This design comes from an exercise in tuning for small area, a short achievable clock period and few clock cycles per item on the open sky130 flow, not from production work. At most, simulation tests tie the RTL to the original design; equivalence was not proved. No activity file was given, so power comes from the tool's default toggle rates.

Setup of run A:
// ex_stage
module ex_stage
#(
  parameter int unsigned WIDTH = 32
) (
  input  logic             clk,
  input  logic             rst,
  input  logic             in_valid,
  output logic             in_ready,
  input  logic [3:0]       operation,
  input  logic [WIDTH-1:0] op_a,
  input  logic [WIDTH-1:0] op_b,
  input  logic [4:0]       shamt,
  input  logic [4:0]       rd,
  input  logic             reg_write,
  input  logic             stall_in,
  input  logic             flush,
  output logic             out_valid,
  output logic [WIDTH-1:0] result,
  output logic             zero,
  output logic [4:0]       out_rd,
  output logic             out_reg_write,
  output logic             busy
);
  logic v0_q, v1_q;
  logic hold1_s, ld1_s, ld0_s;
  assign hold1_s  = v1_q & stall_in;
  assign ld1_s    = ~hold1_s;
  assign ld0_s    = ~(v0_q & hold1_s);
  assign in_ready = ld0_s;
  always_ff @(posedge clk) begin
    if (!rst || flush) begin
      v0_q <= 1'b0;
      v1_q <= 1'b0;
    end else begin
      if (ld0_s) v0_q <= in_valid;
      if (ld1_s) v1_q <= v0_q;
    end
  end
  logic op_mul, op_sll, op_srl, op_shift, op_sub, op_slt, op_useb;
  assign op_mul   = (operation == OP_MUL);
  assign op_sll   = (operation == OP_SLL);
  assign op_srl   = (operation == OP_SRL);
  assign op_shift = op_sll | op_srl;
  assign op_sub   = (operation == OP_SUB);
  assign op_slt   = (operation == OP_SLT);
  assign op_useb  = (operation == OP_ADD) | op_sub | op_slt | (operation == OP_AND) |
                    (operation == OP_OR) | (operation == OP_XOR) | (operation == OP_NOR);
  logic [31:0] a0_q;
  logic [11:0] one0_q, two0_q, neg0_q;
  ...
clock: 10.0 ns
lec_check: 0
abc_area: 1
cap_margin: 20
core_margin: 2
core_utilization: 40
cts_buf_list: sky130_fd_sc_hd__clkbuf_8
setup_slack_margin: 5
slew_margin: 20
synth_hierarchical: 1
standard.sh (not shown) runs the stock make flow with config.mk's settings and CLKGATE_MAP_FILE= SYNTH_SCRIPT=/design/flow/synth_recipe.tcl, a recipe that flattens the netlist after the stock synthesis.
==> flow/flow/run.sh <==
#!/bin/bash
# The standard layout with two changes to how it is made:
#  - synthesis maps the logic with flow/abc_area.script (an area-oriented
#    ABC script) in place of ORFS's abc_area.script; everything else in the
#    synthesis, including the registers, is the standard one;
#  - the port buffers use the smallest buffer cell (every input and output
#    port still gets its own buffer).
set -euo pipefail
rm -rf myscripts
cp -r "$FLOW_HOME/scripts" myscripts
cp flow/abc_area.script myscripts/abc_area.script
bash standard.sh "SCRIPTS_DIR=$PWD/myscripts" synth > synth_make.log 2>&1
bash standard.sh "BUFFER_PORTS_ARGS=-buffer_cell sky130_fd_sc_hd__buf_1" finish > flow_make.log 2>&1
==> flow/flow/abc_area.script <==
strash
dch
map -a
topo
stime -c
buffer -c
upsize -c
dnsize -c
Run A was carried through to the last stage, and its layout satisfied the timing, DRC and antenna checks.
Testbench counts of run A, summed over its fixed seeds: cycles 13,329, items 12,000.
Input changes introduced in run B (baseline for comparison: run A):
- an added GPL_TIMING_DRIVEN of 0
==> flow/flow/run.sh <==
#!/bin/bash
# The standard layout; the port buffers use the smallest buffer cell
# (every input and output port still gets its own buffer).
set -euo pipefail
bash standard.sh "BUFFER_PORTS_ARGS=-buffer_cell sky130_fd_sc_hd__buf_1" finish > flow_make.log 2>&1
removed: flow/flow/abc_area.script
--- outcome ---
- Compared with run A, run B shows a higher final core utilization.
- Summary of run B over run A: worst reg2reg path depth went up, final worst setup slack +0.61 ns, proportion of power drawn by combinational gates went up.
- Taking run A as the reference, in run B fraction of area in multi-input gates shrank by 0.63 points; cell area increased 3.5%; cell area after technology mapping moved up; placer's final routability congestion estimate moved up.
- p1_q[4] as the destination of the critical timing path was reported by run B, and result[29] by run A.
- Gate count of the mapped netlist in run B is about 7% above run A.
--- input diff run B..run C ---
- removing GPL_TIMING_DRIVEN (formerly 0)
[summary]
Of run B and run C, run C shows the higher sequential share of layout area, with run B below it. Per the comparison of run C with run B, number of ordinary inverters in the final layout has increased, shortest period the worst path allows has decreased, setup violation total in the final timing report has remained practically unchanged.
diff inputs: run C => run D
==> flow/flow/run.sh <==
#!/bin/bash
# The standard layout with two changes to how it is made:
#  - synthesis maps the logic with flow/abc_area.script (an area-oriented
#    ABC script) in place of ORFS's abc_area.script; everything else in the
#    synthesis, including the registers, is the standard one;
#  - the port buffers use the smallest buffer cell (every input and output
#    port still gets its own buffer).
set -euo pipefail
rm -rf myscripts
cp -r "$FLOW_HOME/scripts" myscripts
cp flow/abc_area.script myscripts/abc_area.script
bash standard.sh "SCRIPTS_DIR=$PWD/myscripts" synth > synth_make.log 2>&1
bash standard.sh "BUFFER_PORTS_ARGS=-buffer_cell sky130_fd_sc_hd__buf_1" finish > flow_make.log 2>&1
==> flow/flow/abc_area.script (new file) <==
strash
dch -f
map -a
topo
dnsize -c
## What came out
- Going from run C to run D, reported clock group power went up, global-route track usage on met3 went down, cell area after technology mapping went down.
- Combinational power share, run D and run C, lower one = run C.
- When the final numbers for run D and run C were put side by side, the global-route wire length before repair turned out to be greater in run C.
- Summary of run D over run C: minimum clock period now sits higher; routed length on met1 moved down; cell count after placement down 7.2%.
- Cmp run D and run C / utilization after layout / higher: run D
- Delta (run D minus run C): total power went up by 0.00069 W, XOR/XNOR share of the synthesized area went up by 0.70 points.

========
ex_stage, a different RTL version from the one above (not shown whole).
Size: about 2,700 cells after synthesis, roughly 160 flip-flops, roughly 130 I/O pins, about 23,000 um2 of cells after synthesis.
Settings: LEC_CHECK=0, ABC_AREA=1, ABC_CLOCK_PERIOD_IN_PS=4000, CAP_MARGIN=20, CORE_MARGIN=2, CORE_UTILIZATION=40, SLEW_MARGIN=20, SYNTH_HIERARCHICAL=1; clock period 10.0 ns.
==> flow/flow/run.sh <==
#!/bin/bash
# The standard layout; the port buffers use the smallest buffer cell
# (every input and output port still gets its own buffer).
set -euo pipefail
bash standard.sh SETUP_SLACK_MARGIN=5.6 "BUFFER_PORTS_ARGS=-buffer_cell sky130_fd_sc_hd__buf_1" finish > flow_make.log 2>&1
Change:
==> flow/flow/run.sh (replaced) <==
#!/bin/bash
# The standard layout; the port buffers use the smallest buffer cell
# (every input and output port still gets its own buffer).
set -euo pipefail
bash standard.sh "BUFFER_PORTS_ARGS=-buffer_cell sky130_fd_sc_hd__buf_1" finish > flow_make.log 2>&1
SETUP_SLACK_MARGIN = 5   (was default)
The new run completed without violations.
Area after synthesis is unchanged.
Final cell count fell by 1.6%.
Fmax fell by 5.2%.
Core utilization fell by 2.9 points.
Worst hold slack stays flat.
Register-to-register slack loses 260 ps.
Total power fell by 7.9%.
Design area fell by 6.3%.
Function was not checked in any run of this note: the RTL went through the layout flow alone.

========
== run 1 ==
Another version of the RTL of ex_stage (not shown whole).
Size in the first run: about 2,500 cells after synthesis, roughly 160 flip-flops, roughly 130 I/O pins, roughly 22,000 sq um of cells after synthesis.
export LEC_CHECK = 0
export ABC_AREA = 1
export ABC_CLOCK_PERIOD_IN_PS = 4000
export CAP_MARGIN = 20
export CORE_MARGIN = 2
export CORE_UTILIZATION = 40
export SETUP_SLACK_MARGIN = 5
export SLEW_MARGIN = 20
export SYNTH_HIERARCHICAL = 1
create_clock -name core_clock -period 10.0 [get_ports {clk}]
==> flow/flow/run.sh <==
#!/bin/bash
# The standard layout; the port buffers use the smallest buffer cell
# (every input and output port still gets its own buffer).
set -euo pipefail
bash standard.sh "BUFFER_PORTS_ARGS=-buffer_cell sky130_fd_sc_hd__buf_1" finish > flow_make.log 2>&1
Run 1 closes out successfully: all stages finished, all timing, DRC and antenna checks passed.
Testbench counts of run 1, summed over its fixed seeds: cycles 13,329, items 12,000.
The following lists how run 2 was set up differently from run 1:
- SETUP_SLACK_MARGIN now 4, was 5
==> flow/run.sh (new file) <==
#!/bin/bash
# synth_recipe.tcl (not shown) runs the flow's synth.tcl, then flattens the netlist and writes it again
# the make line also repeats each setting of config.mk as NAME=value (left out here)
make -C /OpenROAD-flow-scripts/flow DESIGN_CONFIG=/design/flow/config.mk WORK_HOME=/design/flow/orfs CLKGATE_MAP_FILE= SYNTH_SCRIPT=/design/flow/synth_recipe.tcl finish
removed: flow/flow/run.sh
removed: flow/standard.sh
- Minimum clock period after layout: lower on run 1
- Going from run 1 to run 2, actual transition at the worst max-transition pin shrinks by 220 ps.
- Run 2 | status: complete | timing, DRC, antenna: pass
- Between run 1 and run 2, the flow reports number of signal-net buffers in the layout decreasing by more than 10%.
- In run 2 the met2 track demand over resource in global routing turned out 1.7 points higher than in run 1.
Modified inputs, run 3 compared to run 2
- a change of CORE_UTILIZATION from 40 to 60
- a change of SETUP_SLACK_MARGIN from 4 to 5
Compared with run 2, run 3 ends up with more cell area. Combinational power delta (run 3 -> run 2): insignificant. Run 3 ends up with lower fraction of the cycle the final worst path needs than run 2 does. Sort run 3 and run 2 by clock latency reported for the late side of the worst-skew pair, ascending, and run 3 comes first. Full die area, run 3 vs run 2: down by more than a quarter. Lower cell row count among run 3 and run 2: run 3. Compared with run 2, run 3 shows a internal power summed over all cells that is about 1.9% higher. Clock skew, run 3 and run 2: lower on run 3.

========
ex_stage again, from the RTL that the note above started with.
==> flow/config.mk <==
export PLATFORM = sky130hd
export DESIGN_NAME = ex_stage
export DESIGN_NICKNAME = ex_stage
export VERILOG_FILES = /design/flow/design.v
export SDC_FILE = /design/flow/constraint.sdc
export NUM_CORES = 4
export LEC_CHECK = 0
export ABC_AREA = 1
export ABC_CLOCK_PERIOD_IN_PS = 4000
export CAP_MARGIN = 20
export CORE_MARGIN = 2
export CORE_UTILIZATION = 40
export SLEW_MARGIN = 20
export SYNTH_HIERARCHICAL = 1
==> flow/constraint.sdc <==
create_clock -name core_clock -period 10.0 [get_ports {clk}]
set_input_delay 2.0000 -clock core_clock [delete_from_list [all_inputs] [get_ports {clk}]]
set_output_delay 2.0000 -clock core_clock [all_outputs]
set_load 0.01 [all_outputs]
==> flow/flow/run.sh <==
#!/bin/bash
set -euo pipefail
bash standard.sh SETUP_SLACK_MARGIN=6 finish > flow_make.log 2>&1
Testbench counts at the start, summed over its fixed seeds: cycles 13,329, items 12,000.
Next try:
==> flow/run.sh (new file) <==
#!/bin/bash
# synth_recipe.tcl (not shown) runs the flow's synth.tcl, then flattens the netlist and writes it again
# the make line also repeats each setting of config.mk as NAME=value (left out here)
make -C /OpenROAD-flow-scripts/flow DESIGN_CONFIG=/design/flow/config.mk WORK_HOME=/design/flow/orfs CLKGATE_MAP_FILE= SYNTH_SCRIPT=/design/flow/synth_recipe.tcl finish
SETUP_SLACK_MARGIN = 5   (was unset)
removed: flow/flow/run.sh
removed: flow/standard.sh
What happened: The new run passed the timing, DRC and antenna checks. Wire length went down by 0.56%. Worst setup slack improved by 3.0 ps. Utilization went down by 3.1 points. Flip-flop and latch count stays the same.

afterwards: timing with drivers on the ports:
Ports are ideal in the flow. The routed layouts listed here were re-timed in OpenROAD.
Step 1 (the two cells are an assumption about what drives the block):
set clk [get_ports {clk}]
set_driving_cell -lib_cell sky130_fd_sc_hd__clkbuf_16 $clk
set_driving_cell -lib_cell sky130_fd_sc_hd__buf_2 [delete_from_list [all_inputs] $clk]
Step 2 adds t to the input delays and takes it off the output delays; t is the mean of the earliest and latest rising clock arrival at the registers after step 1. Input paths then give back, and output paths get back, about the clock's delay inside the block.
a / b / c = ideal / step 1 / step 2; a / b = the first two.
run | t (ns) | slack for setup (ns) | hold WS [ns] | worst data-port slew with drivers (ns) | pins driven straight from the clock port
run A | 0.577 | 4.403 / 4.352 / 4.621 | 0.427 / 0.427 / 0.427 | 0.07 | 1
run B | 0.553 | 5.011 / 5.011 / 4.646 | 0.425 / 0.425 / 0.425 | 0.04 | 1
run C | 0.556 | 5.047 / 5.024 / 4.778 | 0.429 / 0.429 / 0.429 | 0.06 | 1
run D | 0.555 | 4.321 / 4.269 / 4.579 | 0.421 / 0.421 / 0.421 | 0.09 | 1
the first run of note 2 | 0.496 | 5.336 / 5.336 / 4.970 | 0.421 / 0.421 / 0.421 | 0.06 | 1
the second run of note 2 | 0.493 | 5.080 / 5.056 / 4.637 | 0.421 / 0.421 / 0.421 | 0.05 | 1
run 1 | 0.499 | 4.998 / 4.998 / 4.998 | 0.422 / 0.422 / 0.422 | 0.07 | 1
run 2 | 0.507 | 4.203 / 4.181 / 4.181 | 0.419 / 0.419 / 0.419 | 0.05 | 1
run 3 | 0.481 | 4.983 / 4.983 / 4.983 | 0.422 / 0.422 / 0.422 | 0.05 | 1
the first run of note 4 | 0.487 | 4.954 / 4.954 / 4.954 | 0.415 / 0.415 / 0.415 | 0.07 | 1
the second run of note 4 | 0.504 | 4.957 / 4.957 / 4.957 | 0.421 / 0.421 / 0.421 | 0.06 | 1
After both steps setup and hold are still met in every run listed. For the second run of note 2, which loses most, drivers alone change the setup slack by -0.024 ns; drivers and shift together by -0.443 ns.
